This design comes from an exercise in tuning for small area, a short achievable clock period and few clock cycles per item on the open sky130 flow, not from production work.
RTL that was checked went through simulation tests only; none was proved equivalent to the original.
Power is estimated from default activity; no workload was simulated.

== delta ==
==> flow/design.v <==
package tpu_pkg;
        localparam int ARRAY_DIM  = 4;
        localparam int DATA_WIDTH = 8;
        typedef logic [DATA_WIDTH-1:0] elem_t;
endpackage
`timescale 1ns/10ps
module tpu_pe
(
        input  logic [7:0] a_in,
        input  logic [7:0] b_in,
        input  logic [7:0] acc_in,
        output logic [7:0] sum
);
        logic pp1, pp2, pp3, pp4, pp5, pp6, pp7, pp8, pp9, pp10, pp11, pp12, pp13, pp14, pp15, pp16, pp17, pp18, pp19, pp20, pp21, pp22, pp23, pp24, pp25, pp26, pp27, pp28, pp29, pp30, pp31, pp32, pp33, pp34, pp35, pp36, s37, c38, s39, c40, s41, c42, s43, c44, s45, c46, s47, c48, s49, c50, s51, c52, s53, c54, s55, c56, s57, c58, s59, c60, s61, c62, s63, c64, s65, c66, s67, c68, s69, c70, s71, c72, s73, c74, s75, c76, s77, c78, s79, c80, s81, c82, s83, c84, s85, c86, x87, x88, x89, x90, x91, x92, x93, x94, x95, x96, x97, x98, x99, x100;
        logic [7:4] row0, row1;
        logic top, c7;
        logic [6:4] p, g;
        logic [6:5] cy;
        assign pp1 = ~a_in[0] | ~b_in[0];
        assign pp2 = ~a_in[0] | ~b_in[1];
        assign pp3 = ~a_in[0] | ~b_in[2];
        assign pp4 = ~a_in[0] | ~b_in[3];
        assign pp5 = ~a_in[0] | ~b_in[4];
        assign pp6 = ~a_in[0] | ~b_in[5];
        assign pp7 = ~a_in[0] | ~b_in[6];
        assign pp8 = ~a_in[0] | ~b_in[7];
        assign pp9 = ~a_in[1] | ~b_in[0];
        assign pp10 = ~a_in[1] | ~b_in[1];
        assign pp11 = ~a_in[1] | ~b_in[2];
        assign pp12 = ~a_in[1] | ~b_in[3];
        assign pp13 = ~a_in[1] | ~b_in[4];
        assign pp14 = ~a_in[1] | ~b_in[5];
        assign pp15 = ~a_in[1] | ~b_in[6];
        assign pp16 = ~a_in[2] | ~b_in[0];
        assign pp17 = ~a_in[2] | ~b_in[1];
        assign pp18 = ~a_in[2] | ~b_in[2];
        assign pp19 = ~a_in[2] | ~b_in[3];
        assign pp20 = ~a_in[2] | ~b_in[4];
        assign pp21 = ~a_in[2] | ~b_in[5];
        assign pp22 = ~a_in[3] | ~b_in[0];
        assign pp23 = ~a_in[3] | ~b_in[1];
        assign pp24 = ~a_in[3] | ~b_in[2];
        assign pp25 = ~a_in[3] | ~b_in[3];
        assign pp26 = ~a_in[3] | ~b_in[4];
        assign pp27 = ~a_in[4] | ~b_in[0];
        assign pp28 = ~a_in[4] | ~b_in[1];
        assign pp29 = ~a_in[4] | ~b_in[2];
        assign pp30 = ~a_in[4] | ~b_in[3];
        assign pp31 = ~a_in[5] | ~b_in[0];
        assign pp32 = ~a_in[5] | ~b_in[1];
        assign pp33 = ~a_in[5] | ~b_in[2];
        assign pp34 = ~a_in[6] | ~b_in[0];
        assign pp35 = ~a_in[6] | ~b_in[1];
        assign pp36 = ~a_in[7] | ~b_in[0];
        assign s37 = pp1 ^ acc_in[0];
        assign c38 = pp1 & acc_in[0];
        assign s39 = pp2 ^ pp9 ^ acc_in[1];
        assign c40 = (pp2 & pp9) | (pp2 & acc_in[1]) | (pp9 & acc_in[1]);
        assign s41 = c38 ^ s39;
        assign c42 = c38 & s39;
        assign s43 = pp10 ^ pp16 ^ pp3;
        assign c44 = (pp10 & pp16) | (pp10 & pp3) | (pp16 & pp3);
        assign s45 = acc_in[2] ^ s43 ^ c40;
        assign c46 = (acc_in[2] & s43) | (acc_in[2] & c40) | (s43 & c40);
        assign s47 = c42 ^ s45;
        assign c48 = c42 & s45;
        assign s49 = pp11 ^ pp17 ^ pp22;
        assign c50 = (pp11 & pp17) | (pp11 & pp22) | (pp17 & pp22);
        assign s51 = pp4 ^ acc_in[3] ^ c44;
        assign c52 = (pp4 & acc_in[3]) | (pp4 & c44) | (acc_in[3] & c44);
        assign s53 = s49 ^ s51 ^ c46;
        assign c54 = (s49 & s51) | (s49 & c46) | (s51 & c46);
        assign s55 = c48 ^ s53;
        assign c56 = c48 & s53;
        assign s57 = pp12 ^ pp18 ^ pp23;
        assign c58 = (pp12 & pp18) | (pp12 & pp23) | (pp18 & pp23);
        assign s59 = pp27 ^ pp5 ^ acc_in[4];
        assign c60 = (pp27 & pp5) | (pp27 & acc_in[4]) | (pp5 & acc_in[4]);
        assign s61 = c50 ^ s57 ^ c52;
        assign c62 = (c50 & s57) | (c50 & c52) | (s57 & c52);
        assign s63 = s59 ^ s61 ^ c54;
        assign c64 = (s59 & s61) | (s59 & c54) | (s61 & c54);
        assign s65 = pp13 ^ pp19 ^ pp24;
        assign c66 = (pp13 & pp19) | (pp13 & pp24) | (pp19 & pp24);
        assign s67 = pp28 ^ pp31 ^ pp6;
        assign c68 = (pp28 & pp31) | (pp28 & pp6) | (pp31 & pp6);
        assign s69 = acc_in[5] ^ c58 ^ s65;
        assign c70 = (acc_in[5] & c58) | (acc_in[5] & s65) | (c58 & s65);
        assign s71 = s67 ^ c60 ^ s69;
        assign c72 = (s67 & c60) | (s67 & s69) | (c60 & s69);
        assign s73 = c62 ^ s71;
        assign c74 = c62 & s71;
        assign s75 = pp14 ^ pp20 ^ pp25;
        assign c76 = (pp14 & pp20) | (pp14 & pp25) | (pp20 & pp25);
        assign s77 = pp29 ^ pp32 ^ pp34;
        assign c78 = (pp29 & pp32) | (pp29 & pp34) | (pp32 & pp34);
        assign s79 = pp7 ^ acc_in[6] ^ c66;
        assign c80 = (pp7 & acc_in[6]) | (pp7 & c66) | (acc_in[6] & c66);
        assign s81 = c68 ^ s75 ^ s77;
        assign c82 = (c68 & s75) | (c68 & s77) | (s75 & s77);
        assign s83 = c70 ^ s79 ^ s81;
        assign c84 = (c70 & s79) | (c70 & s81) | (s79 & s81);
        assign s85 = c72 ^ s83;
        assign c86 = c72 & s83;
        tpu_x u_x87 (.a(pp15), .b(pp21), .y(x87));
        tpu_x u_x88 (.a(pp26), .b(pp30), .y(x88));
        tpu_x u_x89 (.a(pp33), .b(pp35), .y(x89));
        tpu_x u_x90 (.a(pp36), .b(pp8), .y(x90));
        tpu_x u_x91 (.a(x87), .b(x88), .y(x91));
        tpu_x u_x92 (.a(x89), .b(x90), .y(x92));
        tpu_x u_x93 (.a(acc_in[7]), .b(c76), .y(x93));
        tpu_x u_x94 (.a(c78), .b(x91), .y(x94));
        tpu_x u_x95 (.a(x92), .b(x93), .y(x95));
        tpu_x u_x96 (.a(x94), .b(c80), .y(x96));
        tpu_x u_x97 (.a(x95), .b(c82), .y(x97));
        tpu_x u_x98 (.a(x96), .b(x97), .y(x98));
        tpu_x u_x99 (.a(x98), .b(c84), .y(x99));
        tpu_x u_x100 (.a(x99), .b(c86), .y(x100));
        assign sum[0] = s37;
        assign sum[1] = s41;
        assign sum[2] = s47;
        assign sum[3] = s55;
        assign row0[4] = c56;
        assign row1[4] = s63;
        assign row0[5] = s73;
        assign row1[5] = c64;
        assign row0[6] = c74;
        assign row1[6] = s85;
        assign top = x100;
        assign p = row0[6:4] ^ row1[6:4];
        assign g = row0[6:4] & row1[6:4];
        assign cy[5] = (g[4]);
        assign cy[6] = (g[4] & p[5]) | (g[5]);
        assign c7 = (g[4] & p[5] & p[6]) | (g[5] & p[6]) | (g[6]);
        assign sum[4] = p[4];
        assign sum[5] = p[5] ^ cy[5];
        assign sum[6] = p[6] ^ cy[6];
        tpu_x u_top (.a(top), .b(c7), .y(sum[7]));
endmodule
module tpu_x
(
        input  logic a,
        input  logic b,
        output logic y
);
        assign y = a ^ b;
endmodule
`timescale 1ns/10ps
module tpu_top
(
        input  logic clk,
        input  logic rst_n,
        input  logic in_valid,
        input  logic [31:0] a,
        input  logic [31:0] b,
        input  logic out_ready,
        output logic in_ready,
        output logic [31:0] out,
        output logic out_valid,
        output logic done
);
        localparam int N = 4;
        localparam int W = 8;
        logic [1:0]     kin;             
        logic           first;           
        logic [N-1:0]   orow;            
        logic [N*W-1:0] obuf [1:N-1];    
        logic [N*W-1:0] acc0;            
        logic [N*W-1:0] c_row [1:N-1];   
        logic last, ob_free, xfer, in_fire, out_fire;
        assign last     = (kin == 2'd3);
        assign ob_free  = !out_valid || (orow[N-1] && out_ready);
        assign in_ready = first ? (!orow[0] || out_ready) :
                          last  ? ob_free : 1'b1;
        assign in_fire  = in_valid && in_ready;
        assign xfer     = in_fire && last;
        assign out_valid = |orow;
        assign out_fire  = out_valid && out_ready;
        always_comb begin
                out = ~acc0 & {(N*W){orow[0]}};
                for (int r = 1; r < N; r++) begin
                        out = out | (~obuf[r] & {(N*W){orow[r]}});
                end
        end
        always_ff @(posedge clk or negedge rst_n) begin
                if (!rst_n) begin
                        kin  <= 2'd0;
                        first <= 1'b1;
                        orow <= '0;
                        done <= 1'b0;
                end else begin
                        done <= out_fire && orow[N-1];
                        if (in_fire) begin
                                kin   <= kin + 2'd1;
                                first <= last;
                        end
                        if (xfer) begin
                                orow <= 4'b0001;
                        end else if (out_fire) begin
                                orow <= {orow[N-2:0], 1'b0};
                        end
                end
        end
        always_ff @(posedge clk) begin
                if (xfer) begin
                        for (int r = 1; r < N; r++) begin
                                obuf[r] <= c_row[r];
                        end
                end
        end
        for (genvar i = 0; i < N; i++) begin : g_row
                for (genvar j = 0; j < N; j++) begin : g_col
                        logic [W-1:0] acc, sum;
                        tpu_pe u_pe (
                                .a_in   (a[(N-1-i)*W +: W]),
                                .b_in   (b[(N-1-j)*W +: W]),
                                .acc_in (first ? 8'd251 : acc),
                                .sum    (sum)
                        );
                        always_ff @(posedge clk) begin
                                if (in_fire) begin
                                        acc <= sum;
                                end
                        end
                        if (i == 0) begin : g_out0
                                assign acc0[(N-1-j)*W +: W] = acc;
                        end else begin : g_sum
                                assign c_row[i][(N-1-j)*W +: W] = sum;
                        end
                end
        end
endmodule
==> flow/config.mk <==
export PLATFORM = sky130hd
export DESIGN_NAME = tpu_top
export DESIGN_NICKNAME = tpu_top
export VERILOG_FILES = /design/flow/design.v
export SDC_FILE = /design/flow/constraint.sdc
export NUM_CORES = 4
export LEC_CHECK = 0
export CAP_MARGIN = 20
export CORE_MARGIN = 2
export CORE_UTILIZATION = 55
export PLACE_DENSITY = 0.7
export SETUP_SLACK_MARGIN = 1.0
export SLEW_MARGIN = 20
export SYNTH_HIERARCHICAL = 1
==> flow/constraint.sdc <==
create_clock -name core_clock -period 5.0 [get_ports {clk}]
set_input_delay 1.0000 -clock core_clock [delete_from_list [all_inputs] [get_ports {clk}]]
set_output_delay 1.0000 -clock core_clock [all_outputs]
set_load 0.01 [all_outputs]
standard.sh (not shown) runs the stock make flow with config.mk's settings and CLKGATE_MAP_FILE= SYNTH_SCRIPT=/design/flow/synth_recipe.tcl, a recipe that flattens the netlist after the stock synthesis.
==> flow/flow/run.sh <==
#!/bin/bash
# The standard layout with two changes:
# - the port buffers that buffer_ports inserts are sky130_fd_sc_hd__buf_4 instead of the
#   library's default pick, so the input ports can drive their fanout; every port still
#   gets its own buffer;
# - synthesis is the standard flow's own script (synth_recipe.tcl) except that Yosys's synth skips its
#   generic ABC pass (-noabc), so the full and half adders written in the RTL reach
#   extract_fa as written instead of re-expressed with inverters. Everything else (the
#   -nofsm -noshare synth, flattening, renaming, flip-flop mapping and the final ABC
#   mapping) is unchanged, so the registers are the standard synthesis's.
set -euo pipefail
sed '1s/.*/proc synth {args} { yosys synth -nofsm -noshare -noabc {*}$args }/' \
        synth_recipe.tcl > noabc_synth.tcl
sed "s#SYNTH_SCRIPT=[^ ]*#SYNTH_SCRIPT=$PWD/noabc_synth.tcl#" standard.sh > standard_noabc.sh
export BUFFER_PORTS_ARGS="-buffer_cell sky130_fd_sc_hd__buf_4"
bash standard_noabc.sh > standard.log 2>&1
Here is what was changed in the inputs of gamma compared with delta.
--- a/flow/design.v
+++ b/flow/design.v
@@ -14,8 +14,6 @@
         logic pp1, pp2, pp3, pp4, pp5, pp6, pp7, pp8, pp9, pp10, pp11, pp12, pp13, pp14, pp15, pp16, pp17, pp18, pp19, pp20, pp21, pp22, pp23, pp24, pp25, pp26, pp27, pp28, pp29, pp30, pp31, pp32, pp33, pp34, pp35, pp36, s37, c38, s39, c40, s41, c42, s43, c44, s45, c46, s47, c48, s49, c50, s51, c52, s53, c54, s55, c56, s57, c58, s59, c60, s61, c62, s63, c64, s65, c66, s67, c68, s69, c70, s71, c72, s73, c74, s75, c76, s77, c78, s79, c80, s81, c82, s83, c84, s85, c86, x87, x88, x89, x90, x91, x92, x93, x94, x95, x96, x97, x98, x99, x100;
         logic [7:4] row0, row1;
         logic top, c7;
-        logic [6:4] p, g;
-        logic [6:5] cy;
         assign pp1 = ~a_in[0] | ~b_in[0];
         assign pp2 = ~a_in[0] | ~b_in[1];
         assign pp3 = ~a_in[0] | ~b_in[2];
@@ -127,14 +125,7 @@
         assign row0[6] = c74;
         assign row1[6] = s85;
         assign top = x100;
-        assign p = row0[6:4] ^ row1[6:4];
-        assign g = row0[6:4] & row1[6:4];
-        assign cy[5] = (g[4]);
-        assign cy[6] = (g[4] & p[5]) | (g[5]);
-        assign c7 = (g[4] & p[5] & p[6]) | (g[5] & p[6]) | (g[6]);
-        assign sum[4] = p[4];
-        assign sum[5] = p[5] ^ cy[5];
-        assign sum[6] = p[6] ^ cy[6];
+        assign {c7, sum[6:4]} = {1'b0, row0[6:4]} + {1'b0, row1[6:4]};
         tpu_x u_top (.a(top), .b(c7), .y(sum[7]));
 endmodule
 module tpu_x
@@ -162,12 +153,12 @@
         localparam int N = 4;
         localparam int W = 8;
         logic [1:0]     kin;             
-        logic           first;           
         logic [N-1:0]   orow;            
         logic [N*W-1:0] obuf [1:N-1];    
         logic [N*W-1:0] acc0;            
         logic [N*W-1:0] c_row [1:N-1];   
-        logic last, ob_free, xfer, in_fire, out_fire;
+        logic first, last, ob_free, xfer, in_fire, out_fire;
+        assign first    = (kin == 2'd0);
         assign last     = (kin == 2'd3);
         assign ob_free  = !out_valid || (orow[N-1] && out_ready);
         assign in_ready = first ? (!orow[0] || out_ready) :
@@ -185,14 +176,12 @@
         always_ff @(posedge clk or negedge rst_n) begin
                 if (!rst_n) begin
                         kin  <= 2'd0;
-                        first <= 1'b1;
                         orow <= '0;
                         done <= 1'b0;
                 end else begin
                         done <= out_fire && orow[N-1];
                         if (in_fire) begin
-                                kin   <= kin + 2'd1;
-                                first <= last;
+                                kin <= kin + 2'd1;
                         end
                         if (xfer) begin
                                 orow <= 4'b0001;
==> comparison <==
- Compared with delta, gamma shows non-clock buffering overhead in the final layout lower by 0.62 points.
- Total of clock buffers placed in the layout (gamma vs. delta) decreases by more than 10%
- There was hardly any difference in fmax between delta and gamma.
- Looking at share of cell area taken by flip-flops and latches, gamma sits 0.34 points higher than delta does.
- The lower critical path depth of gamma and delta is in gamma.
- Diff delta -> gamma: post-route non-filler standard cell count fell about 0.4%; initial core utilization fell 0.37 points; final worst setup slack fell 0.0054 ns.
- Looking only at global-route wire length before repair, and setting everything else aside, the lower value of gamma and delta goes to gamma.
- Post-route cell area, gamma and delta: lower on gamma
- Wire: gamma routes less than delta
- delta has lower sum of internal, switching and leakage power than gamma.
- Sort gamma and delta by utilization asc -> top: gamma
Testbench counts of gamma, summed over its fixed seeds: cycles 1,320, jobs 320.
No functional check of the RTL was part of delta.

what the ideal ports hide:
The flow's constraints put no driver on any port. The routed layouts listed below were extracted and timed again, unchanged, in two steps. Step 1: set_driving_cell puts a clkbuf_16 on clk and a buf_2 on each other input, an assumption about the parent block. Step 2, shift: input delay + t, output delay - t, t = (earliest + latest rising clock arrival at the registers) / 2. This alone moves slack from input paths to output paths. a / b / c = ideal / step 1 / step 2; a / b = the first two.
run	shift t [ns]	setup WS [ns]	worst hold slack (ns)	worst register clock-pin slew, ns
delta	0.602	1.105 / 1.105 / 0.534	0.253 / 0.224 / 0.483	0.07 / 0.07
gamma	0.595	1.099 / 1.078 / 0.574	0.256 / 0.230 / 0.547	0.06 / 0.06
After both steps every run listed still meets setup and hold. For delta, which loses most, drivers alone change the setup slack by 0.000 ns; drivers and shift together by -0.571 ns.
